From an optimization exercise on the open Yosys and OpenROAD flow, aimed at small area, a short achievable clock period and few clock cycles; shortcuts taken in it are not production practice. The RTL was checked by simulation tests, not by an equivalence proof against the original design. Power and IR drop assume default switching activity.

==> run H: inputs <==
==> flow/design.v <==
package rv_core_pkg;
  typedef enum logic [6:0] {
    OP     = 7'b0110011,
    OP_IMM = 7'b0010011,
    LUI    = 7'b0110111,
    LOAD   = 7'b0000011,
    STORE  = 7'b0100011,
    SYSTEM = 7'b1110011
  } opcode_e;
  typedef enum logic [3:0] {
    ALU_ADD,
    ALU_SUB,
    ALU_AND,
    ALU_OR,
    ALU_XOR,
    ALU_SLT,
    ALU_SLTU,
    ALU_SLL,
    ALU_SRL,
    ALU_SRA
  } alu_op_e;
  typedef logic [4:0]          reg_addr_t;
  typedef logic [32-1:0] word_t;
  typedef struct packed {
    word_t     pc;
    word_t     inst;
    word_t     op_a;        
    word_t     op_b;        
    word_t     store_data;  
    reg_addr_t rs1_addr;
    reg_addr_t rs2_addr;
    word_t     rs1_rdata;   
    word_t     rs2_rdata;
    reg_addr_t rd;          
    alu_op_e   alu_op;
    logic      reg_wen;
    logic      mem_ren;
    logic      mem_wen;
  } id_ex_t;
  typedef struct packed {
    word_t     pc;
    word_t     inst;
    word_t     alu_result;  
    word_t     store_data;
    reg_addr_t rs1_addr;
    reg_addr_t rs2_addr;
    word_t     rs1_rdata;
    word_t     rs2_rdata;
    reg_addr_t rd;
    logic      reg_wen;
    logic      mem_ren;
    logic      mem_wen;
  } ex_mem_t;
  typedef struct packed {
    word_t     pc;
    word_t     inst;
    word_t     alu_result;
    reg_addr_t rs1_addr;
    reg_addr_t rs2_addr;
    word_t     rs1_rdata;
    word_t     rs2_rdata;
    reg_addr_t rd;
    logic      reg_wen;
    logic      mem_ren;
  } mem_wb_t;
  typedef struct packed {
    word_t addr;   
    logic  ren;
    logic  wen;    
    word_t wdata;
  } dmem_req_t;
  typedef struct packed {
    logic      valid;
    word_t     inst;
    word_t     pc;
    logic      halt;
    reg_addr_t rs1_addr;
    reg_addr_t rs2_addr;
    word_t     rs1_rdata;
    word_t     rs2_rdata;
    reg_addr_t rd_addr;
    word_t     rd_wdata;
  } retire_t;
endpackage
`timescale 1ns/1ps
module inst_decoder (
  input  logic [31:0] i_inst,
  output logic        o_is_r,
  output logic        o_is_i,
  output logic        o_is_lui,
  output logic        o_is_lw,
  output logic        o_is_sw,
  output logic        o_uses_rs1,
  output logic        o_uses_rs2,
  output logic        o_wen
);
  logic [6:0] op;
  logic [2:0] f3;
  logic [6:0] f7;
  assign op = i_inst[6:0];
  assign f3 = i_inst[14:12];
  assign f7 = i_inst[31:25];
  assign o_is_r   = (op == 7'b0110011) &&
                    (f7 == 7'b0 || (f7 == 7'b0100000 && (f3 == 3'b000 || f3 == 3'b101)));
  assign o_is_i   = (op == 7'b0010011) &&
                    (f3 != 3'b001 || f7 == 7'b0) &&
                    (f3 != 3'b101 || f7 == 7'b0 || f7 == 7'b0100000);
  assign o_is_lui = (op == 7'b0110111);
  assign o_is_lw  = (op == 7'b0000011) && (f3 == 3'b010);
  assign o_is_sw  = (op == 7'b0100011) && (f3 == 3'b010);
  assign o_uses_rs1 = o_is_r | o_is_i | o_is_lw | o_is_sw;
  assign o_uses_rs2 = o_is_r | o_is_sw;
  assign o_wen      = o_is_r | o_is_i | o_is_lui | o_is_lw;
endmodule
`timescale 1ns/1ps
module reg_file (
  input  logic        i_clk,
  input  logic        i_rst,
  input  logic [4:0]  i_rs1_raddr,
  input  logic [4:0]  i_rs2_raddr,
  input  logic [4:0]  i_rd_waddr,
  input  logic        i_rd_wen,
  input  logic [31:0] i_rd_wdata,
  output logic [31:0] o_rs1_rdata,
  output logic [31:0] o_rs2_rdata
);
  logic [31:0] regs [1:31];
  logic [31:0] wdata;
  assign wdata = i_rst ? 32'd0 : i_rd_wdata;
  always_ff @(posedge i_clk) begin
    for (int i = 1; i < 32; i++) begin
      if (i_rst || (i_rd_wen && i_rd_waddr == 5'(i))) regs[i] <= wdata;
    end
  end
  always_comb begin
    o_rs1_rdata = '0;
    o_rs2_rdata = '0;
    for (int i = 1; i < 32; i++) begin
      o_rs1_rdata = o_rs1_rdata | ({32{i_rs1_raddr == 5'(i)}} & regs[i]);
      o_rs2_rdata = o_rs2_rdata | ({32{i_rs2_raddr == 5'(i)}} & regs[i]);
    end
  end
endmodule
`timescale 1ns/1ps
module alu (
  input  logic [31:0] i_a,
  input  logic [31:0] i_b,
  input  logic        i_cin,
  input  logic        i_sel_add,
  input  logic        i_sel_slt,
  input  logic        i_sel_sltu,
  input  logic        i_sel_xor,
  input  logic        i_sel_or,
  input  logic        i_sel_and,
  input  logic        i_sel_sll,
  input  logic        i_sel_sr,
  input  logic        i_arith,
  output logic [31:0] o_sum,
  output logic [31:0] o_result
);
  logic [32:0] sum;
  logic        lt_s;
  logic        lt_u;
  logic [31:0] sh_in;
  logic [31:0] sh_out;
  logic [31:0] shl;
  logic        fill;
  assign sum   = {1'b0, i_a} + {1'b0, i_b} + {32'd0, i_cin};
  assign o_sum = sum[31:0];
  assign lt_s  = (i_a[31] == i_b[31]) ? i_a[31] : sum[31];
  assign lt_u  = ~sum[32];
  always_comb begin
    for (int i = 0; i < 32; i++) sh_in[i] = i_sel_sll ? i_a[31-i] : i_a[i];
  end
  assign fill   = i_arith & i_a[31];
  assign sh_out = 32'($signed({fill, sh_in}) >>> i_b[4:0]);
  always_comb begin
    for (int i = 0; i < 32; i++) shl[i] = sh_out[31-i];
  end
  assign o_result = ({32{i_sel_add}}  & sum[31:0])
                  | ({32{i_sel_slt}}  & {31'd0, lt_s})
                  | ({32{i_sel_sltu}} & {31'd0, lt_u})
                  | ({32{i_sel_xor}}  & (i_a ^ i_b))
                  | ({32{i_sel_or}}   & (i_a | i_b))
                  | ({32{i_sel_and}}  & (i_a & i_b))
                  | ({32{i_sel_sll}}  & shl)
                  | ({32{i_sel_sr}}   & sh_out);
endmodule
`timescale 1ns/1ps
module rv_core_top (
  input  logic        i_clk,
  input  logic        i_rst,
  output logic [31:0] o_imem_raddr,
  input  logic [31:0] i_imem_rdata,
  output logic [31:0] o_dmem_addr,
  output logic        o_dmem_ren,
  output logic        o_dmem_wen,
  output logic [31:0] o_dmem_wdata,
  input  logic [31:0] i_dmem_rdata,
  output logic        o_retire_valid,
  output logic [31:0] o_retire_inst,
  output logic [31:0] o_retire_pc,
  output logic        o_retire_halt,
  output logic [4:0]  o_retire_rs1_addr,
  output logic [4:0]  o_retire_rs2_addr,
  output logic [31:0] o_retire_rs1_rdata,
  output logic [31:0] o_retire_rs2_rdata,
  output logic [4:0]  o_retire_rd_addr,
  output logic [31:0] o_retire_rd_wdata
);
  logic [29:0] fpc;       
  logic        f_vld;     
  logic        stall_q;   
  logic        stall_d;
  logic [31:0] d_inst;
  logic        d_vld;
  logic        d_is_r, d_is_i, d_is_lui, d_is_lw, d_is_sw, d_u1, d_u2, d_wen;
  logic        d_wr;      
  logic [4:0]  d_rs1, d_rs2;
  logic [31:0] rf_rd1, rf_rd2;
  logic [31:0] v1, v2;
  logic        eh1, eh2, wh1, wh2;
  logic [2:0]  d_f3;
  logic        d_alt;
  logic        d_inv;
  logic [31:0] d_imm;
  logic [31:0] d_b;
  logic        e_vld;
  logic [31:0] e_inst;
  logic [31:0] e_a, e_b, e_rs2d;
  logic        e_cin, e_sel_add, e_sel_slt, e_sel_sltu, e_sel_xor, e_sel_or;
  logic        e_sel_and, e_sel_sll, e_sel_sr, e_arith;
  logic        e_lw, e_sw, e_wr, e_u1, e_u2, e_wen;
  logic [31:0] e_sum, e_res;
  logic        w_vld;
  logic [31:0] w_inst;
  logic [31:0] w_rs1d, w_rs2d, w_res;
  logic        w_lw, w_wr, w_u1, w_u2, w_wen;
  logic [31:0] w_data;
  logic [29:0] rpc;
  logic n_u1, n_u2;
  inst_decoder u_dec_next (
    .i_inst (i_imem_rdata), .o_is_r (), .o_is_i (), .o_is_lui (), .o_is_lw (),
    .o_is_sw (), .o_uses_rs1 (n_u1), .o_uses_rs2 (n_u2), .o_wen ()
  );
  assign stall_d = !stall_q && f_vld && d_vld && d_is_lw && d_wr &&
                   ((n_u1 && i_imem_rdata[19:15] == d_inst[11:7]) ||
                    (n_u2 && i_imem_rdata[24:20] == d_inst[11:7]));
  always_ff @(posedge i_clk) begin
    if (i_rst) begin
      fpc     <= 30'd0;
      f_vld   <= 1'b0;
      stall_q <= 1'b0;
    end else begin
      if (!stall_d) fpc <= fpc + 30'd1;  
      f_vld   <= 1'b1;
      stall_q <= stall_d;
    end
  end
  assign o_imem_raddr = {fpc, 2'b00};
  always_ff @(posedge i_clk) begin
    if (i_rst) begin
      d_vld <= 1'b0;
    end else if (!stall_q) begin
      d_vld <= f_vld;
    end
  end
  always_ff @(posedge i_clk) begin
    if (!stall_q) d_inst <= i_imem_rdata;
  end
  inst_decoder u_dec (
    .i_inst (d_inst), .o_is_r (d_is_r), .o_is_i (d_is_i), .o_is_lui (d_is_lui),
    .o_is_lw (d_is_lw), .o_is_sw (d_is_sw), .o_uses_rs1 (d_u1), .o_uses_rs2 (d_u2),
    .o_wen (d_wen)
  );
  assign d_wr  = d_wen && (d_inst[11:7] != 5'd0);
  assign d_rs1 = d_inst[19:15];
  assign d_rs2 = d_inst[24:20];
  assign d_f3  = d_inst[14:12];
  assign d_alt = d_inst[30] && (d_is_r ? (d_f3 == 3'b000 || d_f3 == 3'b101) : (d_f3 == 3'b101));
  reg_file u_rf (
    .i_clk       (i_clk),
    .i_rst       (i_rst),
    .i_rs1_raddr (d_rs1),
    .i_rs2_raddr (d_rs2),
    .i_rd_waddr  (w_inst[11:7]),
    .i_rd_wen    (w_vld && w_wr),
    .i_rd_wdata  (w_data),
    .o_rs1_rdata (rf_rd1),
    .o_rs2_rdata (rf_rd2)
  );
  assign eh1 = e_vld && e_wr && (e_inst[11:7] == d_rs1);
  assign eh2 = e_vld && e_wr && (e_inst[11:7] == d_rs2);
  assign wh1 = w_vld && w_wr && (w_inst[11:7] == d_rs1);
  assign wh2 = w_vld && w_wr && (w_inst[11:7] == d_rs2);
  assign v1 = !d_u1 ? 32'd0 : eh1 ? e_res : wh1 ? w_data : rf_rd1;
  assign v2 = !d_u2 ? 32'd0 : eh2 ? e_res : wh2 ? w_data : rf_rd2;
  always_comb begin
    if (d_is_lui)     d_imm = {d_inst[31:12], 12'd0};
    else if (d_is_sw) d_imm = {{20{d_inst[31]}}, d_inst[31:25], d_inst[11:7]};
    else              d_imm = {{20{d_inst[31]}}, d_inst[31:20]};
  end
  assign d_inv = (d_is_r && d_f3 == 3'b000 && d_alt) ||
                 ((d_is_r || d_is_i) && (d_f3 == 3'b010 || d_f3 == 3'b011));
  assign d_b   = (d_is_r ? v2 : d_imm) ^ {32{d_inv}};
  always_ff @(posedge i_clk) begin
    if (i_rst) begin
      e_vld <= 1'b0;
    end else begin
      e_vld <= d_vld && !stall_q;
    end
  end
  always_ff @(posedge i_clk) begin
    e_inst     <= d_inst;
    e_a        <= v1;
    e_b        <= d_b;
    e_rs2d     <= v2;
    e_cin      <= d_inv;
    e_sel_add  <= !(d_is_r || d_is_i) || d_f3 == 3'b000;
    e_sel_slt  <= (d_is_r || d_is_i) && d_f3 == 3'b010;
    e_sel_sltu <= (d_is_r || d_is_i) && d_f3 == 3'b011;
    e_sel_xor  <= (d_is_r || d_is_i) && d_f3 == 3'b100;
    e_sel_or   <= (d_is_r || d_is_i) && d_f3 == 3'b110;
    e_sel_and  <= (d_is_r || d_is_i) && d_f3 == 3'b111;
    e_sel_sll  <= (d_is_r || d_is_i) && d_f3 == 3'b001;
    e_sel_sr   <= (d_is_r || d_is_i) && d_f3 == 3'b101;
    e_arith    <= d_alt;
    e_lw       <= d_is_lw;
    e_sw       <= d_is_sw;
    e_wr       <= d_wr;
    e_u1       <= d_u1;
    e_u2       <= d_u2;
    e_wen      <= d_wen;
  end
  alu u_alu (
    .i_a        (e_a),
    .i_b        (e_b),
    .i_cin      (e_cin),
    .i_sel_add  (e_sel_add),
    .i_sel_slt  (e_sel_slt),
    .i_sel_sltu (e_sel_sltu),
    .i_sel_xor  (e_sel_xor),
    .i_sel_or   (e_sel_or),
    .i_sel_and  (e_sel_and),
    .i_sel_sll  (e_sel_sll),
    .i_sel_sr   (e_sel_sr),
    .i_arith    (e_arith),
    .o_sum      (e_sum),
    .o_result   (e_res)
  );
  assign o_dmem_addr  = {e_sum[31:2], 2'b00};
  assign o_dmem_ren   = e_vld && e_lw;
  assign o_dmem_wen   = e_vld && e_sw;
  assign o_dmem_wdata = e_rs2d;
  always_ff @(posedge i_clk) begin
    if (i_rst) begin
      w_vld <= 1'b0;
      rpc   <= 30'd0;
    end else begin
      w_vld <= e_vld;
      if (w_vld) rpc <= rpc + 30'd1;
    end
  end
  always_ff @(posedge i_clk) begin
    w_inst <= e_inst;
    w_rs1d <= e_a;
    w_rs2d <= e_rs2d;
    w_res  <= e_res;
    w_lw   <= e_lw;
    w_wr   <= e_wr;
    w_u1   <= e_u1;
    w_u2   <= e_u2;
    w_wen  <= e_wen;
  end
  assign w_data = w_lw ? i_dmem_rdata : w_res;
  assign o_retire_valid     = w_vld;
  assign o_retire_inst      = w_inst;
  assign o_retire_pc        = {rpc, 2'b00};
  assign o_retire_halt      = w_vld && (w_inst == 32'h0010_0073);
  assign o_retire_rs1_addr  = w_u1 ? w_inst[19:15] : 5'd0;
  assign o_retire_rs2_addr  = w_u2 ? w_inst[24:20] : 5'd0;
  assign o_retire_rs1_rdata = w_rs1d;
  assign o_retire_rs2_rdata = w_rs2d;
  assign o_retire_rd_addr   = w_wen ? w_inst[11:7] : 5'd0;
  assign o_retire_rd_wdata  = w_data;
endmodule
==> flow/run.sh <==
#!/bin/bash
# synth_recipe.tcl (not shown) runs the flow's synth.tcl, then flattens the netlist and writes it again
# the make line also repeats each setting of config.mk as NAME=value (left out here)
make -C /OpenROAD-flow-scripts/flow DESIGN_CONFIG=/design/flow/config.mk WORK_HOME=/design/flow/orfs CLKGATE_MAP_FILE= SYNTH_SCRIPT=/design/flow/synth_recipe.tcl finish
==> flow/config.mk <==
export PLATFORM = sky130hd
export DESIGN_NAME = rv_core_top
export DESIGN_NICKNAME = rv_core_top
export VERILOG_FILES = /design/flow/design.v
export SDC_FILE = /design/flow/constraint.sdc
export NUM_CORES = 4
export LEC_CHECK = 0
export CAP_MARGIN = 20
export CORE_MARGIN = 2
export CORE_UTILIZATION = 40
export SLEW_MARGIN = 20
==> flow/constraint.sdc <==
create_clock -name core_clock -period 8.0 [get_ports {i_clk}]
set_input_delay 1.6000 -clock core_clock [delete_from_list [all_inputs] [get_ports {i_clk}]]
set_output_delay 1.6000 -clock core_clock [all_outputs]
set_load 0.01 [all_outputs]
==> run K (differences from run H) <==
==> flow/design.v, changed modules only <==
module alu (
  input  logic [31:0] i_a,
  input  logic [31:0] i_b,
  input  logic [4:0]  i_shamt,
  input  logic        i_cin,
  input  logic        i_sel_add,
  input  logic        i_sel_slt,
  input  logic        i_sel_sltu,
  input  logic        i_sel_xor,
  input  logic        i_sel_or,
  input  logic        i_sel_and,
  input  logic        i_sel_sll,
  input  logic        i_sel_sr,
  input  logic        i_arith,
  output logic [31:0] o_sum,
  output logic [31:0] o_result
);
  logic [32:0] sum;
  logic        lt_s;
  logic        lt_u;
  logic [31:0] sh_out;
  logic [31:0] shl;
  logic        fill;
  logic [32:0] g [0:6];
  logic [32:0] p [0:6];
  always_comb begin
    g[0][0] = i_cin;
    p[0][0] = 1'b0;
    for (int i = 0; i < 32; i++) begin
      g[0][i+1] = i_a[i] & i_b[i];
      p[0][i+1] = i_a[i] ^ i_b[i];
    end
    for (int l = 0; l < 6; l++) begin
      for (int i = 0; i < 33; i++) begin
        if (i >= (1 << l)) begin
          g[l+1][i] = g[l][i] | (p[l][i] & g[l][i - (1 << l)]);
          p[l+1][i] = p[l][i] & p[l][i - (1 << l)];
        end else begin
          g[l+1][i] = g[l][i];
          p[l+1][i] = p[l][i];
        end
      end
    end
    for (int i = 0; i < 32; i++) sum[i] = p[0][i+1] ^ g[6][i];
    sum[32] = g[6][32];
  end
  assign o_sum = sum[31:0];
  assign lt_s  = (i_a[31] == i_b[31]) ? i_a[31] : sum[31];
  assign lt_u  = ~sum[32];
  assign fill   = i_arith & i_a[31];
  assign sh_out = 32'($signed({fill, i_a}) >>> i_shamt);
  assign shl    = i_a << i_shamt;
  assign o_result = ({32{i_sel_add}}  & sum[31:0])
                  | ({32{i_sel_slt}}  & {31'd0, lt_s})
                  | ({32{i_sel_sltu}} & {31'd0, lt_u})
                  | ({32{i_sel_xor}}  & (i_a ^ i_b))
                  | ({32{i_sel_or}}   & (i_a | i_b))
                  | ({32{i_sel_and}}  & (i_a & i_b))
                  | ({32{i_sel_sll}}  & shl)
                  | ({32{i_sel_sr}}   & sh_out);
endmodule
module rv_core_top (
  input  logic        i_clk,
  input  logic        i_rst,
  output logic [31:0] o_imem_raddr,
  input  logic [31:0] i_imem_rdata,
  output logic [31:0] o_dmem_addr,
  output logic        o_dmem_ren,
  output logic        o_dmem_wen,
  output logic [31:0] o_dmem_wdata,
  input  logic [31:0] i_dmem_rdata,
  output logic        o_retire_valid,
  output logic [31:0] o_retire_inst,
  output logic [31:0] o_retire_pc,
  output logic        o_retire_halt,
  output logic [4:0]  o_retire_rs1_addr,
  output logic [4:0]  o_retire_rs2_addr,
  output logic [31:0] o_retire_rs1_rdata,
  output logic [31:0] o_retire_rs2_rdata,
  output logic [4:0]  o_retire_rd_addr,
  output logic [31:0] o_retire_rd_wdata
);
  logic [29:0] fpc;       
  logic        f_vld;     
  logic        stall_q;   
  logic        stall_d;
  logic [31:0] d_inst;
  logic        d_vld;
  logic        d_is_r, d_is_i, d_is_lui, d_is_lw, d_is_sw, d_u1, d_u2, d_wen;
  logic        d_wr;      
  logic [4:0]  d_rs1, d_rs2;
  logic [31:0] rf_rd1, rf_rd2;
  logic [31:0] v1, v2;
  logic        eh1, eh2, mh1, mh2, wh1, wh2;
  logic [2:0]  d_f3;
  logic        d_alt;
  logic        d_inv;
  logic [31:0] d_imm;
  logic [31:0] d_b;
  logic        e_vld;
  logic [31:0] e_inst;
  logic [31:0] e_a, e_b, e_rs2d;
  logic [4:0]  e_sh;      
  logic        e_cin, e_sel_add, e_sel_slt, e_sel_sltu, e_sel_xor, e_sel_or;
  logic        e_sel_and, e_sel_sll, e_sel_sr, e_arith;
  logic        e_lw, e_sw, e_wr, e_u1, e_u2, e_wen;
  logic [31:0] e_sum, e_res;
  logic        m_vld;
  logic [31:0] m_inst, m_rs1d, m_rs2d, m_res;
  logic        m_lw, m_sw, m_wr, m_u1, m_u2, m_wen;
  logic        w_vld;
  logic [31:0] w_inst, w_rs1d, w_rs2d, w_res;
  logic        w_lw, w_wr, w_u1, w_u2, w_wen;
  logic [31:0] w_data;
  logic        rst_q;     
  logic        r_vld;
  logic [31:0] r_inst, r_rs1d, r_rs2d, r_data;
  logic [4:0]  r_rs1a, r_rs2a, r_rda;
  logic        r_halt;
  logic [29:0] rpc;
  logic       n_u1, n_u2;
  logic [4:0] n_rs1, n_rs2;
  logic       hz_d, hz_e, hz_de;
  inst_decoder u_dec_next (
    .i_inst (i_imem_rdata), .o_is_r (), .o_is_i (), .o_is_lui (), .o_is_lw (),
    .o_is_sw (), .o_uses_rs1 (n_u1), .o_uses_rs2 (n_u2), .o_wen ()
  );
  assign n_rs1 = i_imem_rdata[19:15];
  assign n_rs2 = i_imem_rdata[24:20];
  assign hz_d  = d_vld && d_is_lw && d_wr &&
                 ((n_u1 && n_rs1 == d_inst[11:7]) || (n_u2 && n_rs2 == d_inst[11:7]));
  assign hz_e  = e_vld && e_lw && e_wr &&
                 ((n_u1 && n_rs1 == e_inst[11:7]) || (n_u2 && n_rs2 == e_inst[11:7]));
  assign hz_de = e_vld && e_lw && e_wr &&
                 ((d_u1 && d_rs1 == e_inst[11:7]) || (d_u2 && d_rs2 == e_inst[11:7]));
  assign stall_d = stall_q ? (d_vld && hz_de) : (f_vld && (hz_d || hz_e));
  always_ff @(posedge i_clk) begin
    if (i_rst) begin
      fpc     <= 30'd0;
      f_vld   <= 1'b0;
      stall_q <= 1'b0;
    end else begin
      if (!stall_d) fpc <= fpc + 30'd1;  
      f_vld   <= 1'b1;
      stall_q <= stall_d;
    end
  end
  assign o_imem_raddr = {fpc, 2'b00};
  always_ff @(posedge i_clk) begin
    if (i_rst) begin
      d_vld <= 1'b0;
    end else if (!stall_q) begin
      d_vld <= f_vld;
    end
  end
  always_ff @(posedge i_clk) begin
    if (!stall_q) d_inst <= i_imem_rdata;
  end
  inst_decoder u_dec (
    .i_inst (d_inst), .o_is_r (d_is_r), .o_is_i (d_is_i), .o_is_lui (d_is_lui),
    .o_is_lw (d_is_lw), .o_is_sw (d_is_sw), .o_uses_rs1 (d_u1), .o_uses_rs2 (d_u2),
    .o_wen (d_wen)
  );
  assign d_wr  = d_wen && (d_inst[11:7] != 5'd0);
  assign d_rs1 = d_inst[19:15];
  assign d_rs2 = d_inst[24:20];
  assign d_f3  = d_inst[14:12];
  assign d_alt = d_inst[30] && (d_is_r ? (d_f3 == 3'b000 || d_f3 == 3'b101) : (d_f3 == 3'b101));
  reg_file u_rf (
    .i_clk       (i_clk),
    .i_rst       (rst_q),
    .i_rs1_raddr (d_rs1),
    .i_rs2_raddr (d_rs2),
    .i_rd_waddr  (w_inst[11:7]),
    .i_rd_wen    (w_vld && w_wr),
    .i_rd_wdata  (w_data),
    .o_rs1_rdata (rf_rd1),
    .o_rs2_rdata (rf_rd2)
  );
  assign eh1 = e_vld && e_wr && (e_inst[11:7] == d_rs1);
  assign eh2 = e_vld && e_wr && (e_inst[11:7] == d_rs2);
  assign mh1 = m_vld && m_wr && (m_inst[11:7] == d_rs1);
  assign mh2 = m_vld && m_wr && (m_inst[11:7] == d_rs2);
  assign wh1 = w_vld && w_wr && (w_inst[11:7] == d_rs1);
  assign wh2 = w_vld && w_wr && (w_inst[11:7] == d_rs2);
  assign v1 = !d_u1 ? 32'd0 : eh1 ? e_res : mh1 ? m_res : wh1 ? w_data : rf_rd1;
  assign v2 = !d_u2 ? 32'd0 : eh2 ? e_res : mh2 ? m_res : wh2 ? w_data : rf_rd2;
  always_comb begin
    if (d_is_lui)     d_imm = {d_inst[31:12], 12'd0};
    else if (d_is_sw) d_imm = {{20{d_inst[31]}}, d_inst[31:25], d_inst[11:7]};
    else              d_imm = {{20{d_inst[31]}}, d_inst[31:20]};
  end
  assign d_inv = (d_is_r && d_f3 == 3'b000 && d_alt) ||
                 ((d_is_r || d_is_i) && (d_f3 == 3'b010 || d_f3 == 3'b011));
  assign d_b   = (d_is_r ? v2 : d_imm) ^ {32{d_inv}};
  always_ff @(posedge i_clk) begin
    if (i_rst) begin
      e_vld <= 1'b0;
    end else begin
      e_vld <= d_vld && !stall_q;
    end
  end
  always_ff @(posedge i_clk) begin
    e_inst     <= d_inst;
    e_a        <= v1;
    e_b        <= d_b;
    e_sh       <= d_is_r ? v2[4:0] : d_imm[4:0];
    e_rs2d     <= v2;
    e_cin      <= d_inv;
    e_sel_add  <= !(d_is_r || d_is_i) || d_f3 == 3'b000;
    e_sel_slt  <= (d_is_r || d_is_i) && d_f3 == 3'b010;
    e_sel_sltu <= (d_is_r || d_is_i) && d_f3 == 3'b011;
    e_sel_xor  <= (d_is_r || d_is_i) && d_f3 == 3'b100;
    e_sel_or   <= (d_is_r || d_is_i) && d_f3 == 3'b110;
    e_sel_and  <= (d_is_r || d_is_i) && d_f3 == 3'b111;
    e_sel_sll  <= (d_is_r || d_is_i) && d_f3 == 3'b001;
    e_sel_sr   <= (d_is_r || d_is_i) && d_f3 == 3'b101;
    e_arith    <= d_alt;
    e_lw       <= d_is_lw;
    e_sw       <= d_is_sw;
    e_wr       <= d_wr;
    e_u1       <= d_u1;
    e_u2       <= d_u2;
    e_wen      <= d_wen;
  end
  alu u_alu (
    .i_a        (e_a),
    .i_b        (e_b),
    .i_shamt    (e_sh),
    .i_cin      (e_cin),
    .i_sel_add  (e_sel_add),
    .i_sel_slt  (e_sel_slt),
    .i_sel_sltu (e_sel_sltu),
    .i_sel_xor  (e_sel_xor),
    .i_sel_or   (e_sel_or),
    .i_sel_and  (e_sel_and),
    .i_sel_sll  (e_sel_sll),
    .i_sel_sr   (e_sel_sr),
    .i_arith    (e_arith),
    .o_sum      (e_sum),
    .o_result   (e_res)
  );
  always_ff @(posedge i_clk) begin
    if (i_rst) begin
      m_vld <= 1'b0;
    end else begin
      m_vld <= e_vld;
    end
  end
  always_ff @(posedge i_clk) begin
    m_inst <= e_inst;
    m_rs1d <= e_a;
    m_rs2d <= e_rs2d;
    m_res  <= e_res;
    m_lw   <= e_lw;
    m_sw   <= e_sw;
    m_wr   <= e_wr;
    m_u1   <= e_u1;
    m_u2   <= e_u2;
    m_wen  <= e_wen;
  end
  assign o_dmem_addr  = {m_res[31:2], 2'b00};
  assign o_dmem_ren   = m_vld && m_lw;
  assign o_dmem_wen   = m_vld && m_sw;
  assign o_dmem_wdata = m_rs2d;
  always_ff @(posedge i_clk) begin
    if (i_rst) begin
      w_vld <= 1'b0;
    end else begin
      w_vld <= m_vld;
    end
  end
  always_ff @(posedge i_clk) begin
    w_inst <= m_inst;
    w_rs1d <= m_rs1d;
    w_rs2d <= m_rs2d;
    w_res  <= m_res;
    w_lw   <= m_lw;
    w_wr   <= m_wr;
    w_u1   <= m_u1;
    w_u2   <= m_u2;
    w_wen  <= m_wen;
  end
  assign w_data = w_lw ? i_dmem_rdata : w_res;
  always_ff @(posedge i_clk) begin
    rst_q <= i_rst;
  end
  always_ff @(posedge i_clk) begin
    if (i_rst) begin
      r_vld <= 1'b0;
      rpc   <= 30'd0;
    end else begin
      r_vld <= w_vld;
      if (r_vld) rpc <= rpc + 30'd1;
    end
  end
  always_ff @(posedge i_clk) begin
    r_inst <= w_inst;
    r_rs1d <= w_rs1d;
    r_rs2d <= w_rs2d;
    r_data <= w_data;
    r_rs1a <= w_u1 ? w_inst[19:15] : 5'd0;
    r_rs2a <= w_u2 ? w_inst[24:20] : 5'd0;
    r_rda  <= w_wen ? w_inst[11:7] : 5'd0;
    r_halt <= w_vld && (w_inst == 32'h0010_0073);
  end
  assign o_retire_valid     = r_vld;
  assign o_retire_inst      = r_inst;
  assign o_retire_pc        = {rpc, 2'b00};
  assign o_retire_halt      = r_halt;
  assign o_retire_rs1_addr  = r_rs1a;
  assign o_retire_rs2_addr  = r_rs2a;
  assign o_retire_rs1_rdata = r_rs1d;
  assign o_retire_rs2_rdata = r_rs2d;
  assign o_retire_rd_addr   = r_rda;
  assign o_retire_rd_wdata  = r_data;
endmodule
--- a/flow/config.mk
+++ b/flow/config.mk
@@ -8,4 +8,6 @@
 export CAP_MARGIN = 20
 export CORE_MARGIN = 2
 export CORE_UTILIZATION = 40
+export CTS_BUF_LIST = sky130_fd_sc_hd__clkbuf_8
+export SETUP_SLACK_MARGIN = 4.6
 export SLEW_MARGIN = 20
==> notes.md <==
item	run K	run H
Run status	complete, no violations	complete, no violations
Multi-input combinational area share	29.6%	30.1%
Total power density per cell area	227 nW/um2	233 nW/um2
Synth top area share	45.1%	51.1%
Grt met1 use	42.5%	46.5%
Placed cell count	7,788	7,022
RSZ-0062 raised after global routing	yes	no
Required time of the worst setup path	8940 ps	6400 ps
Total placed instance area	74,600 um2	66,800 um2
Ant. Diodes	21	14
Fill cell total of the finished layout	14,700	13,300
# nets final	6,188	5,287
Maximum frequency from static timing analysis	0.270 GHz	0.144 GHz
Height of the die	417 um	392 um
CTS Buf Count	286	144
Number of resized instances in the post-cts repair step	700	0
Detailed router's first-iteration violation count	12,500	12,200
Testbench counts of run H, summed over its fixed seeds: cycles 14,905.
Testbench counts of run K, summed over its fixed seeds: cycles 15,586.

## what the ideal ports hide
The results above use ideal ports. As a check the final layouts listed here were re-extracted and re-timed, cells and wires unchanged.
Step 1 sets driving cells, clkbuf_16 on the clock port and buf_2 on the other inputs (assumed; they add their load-dependent delay and slew).
Step 2, shift: input delay + t, output delay - t, t = (earliest + latest rising clock arrival at the registers) / 2. This alone moves slack from input paths to output paths.
a / b / c = no drivers / after step 1 / after step 2; a / b = the first two.
run | shift t [ns] | setup WS [ns] | worst register clock-pin slew, ns
run H | 0.890 | 1.061 / 0.979 / 1.869 | 0.07 / 0.07
run K | 1.122 | 4.295 / 4.295 / 3.636 | 0.08 / 0.08
After both steps setup and hold are still met in every run listed. For run K, which loses most, drivers alone change the setup slack by 0.000 ns; drivers and shift together by -0.659 ns.
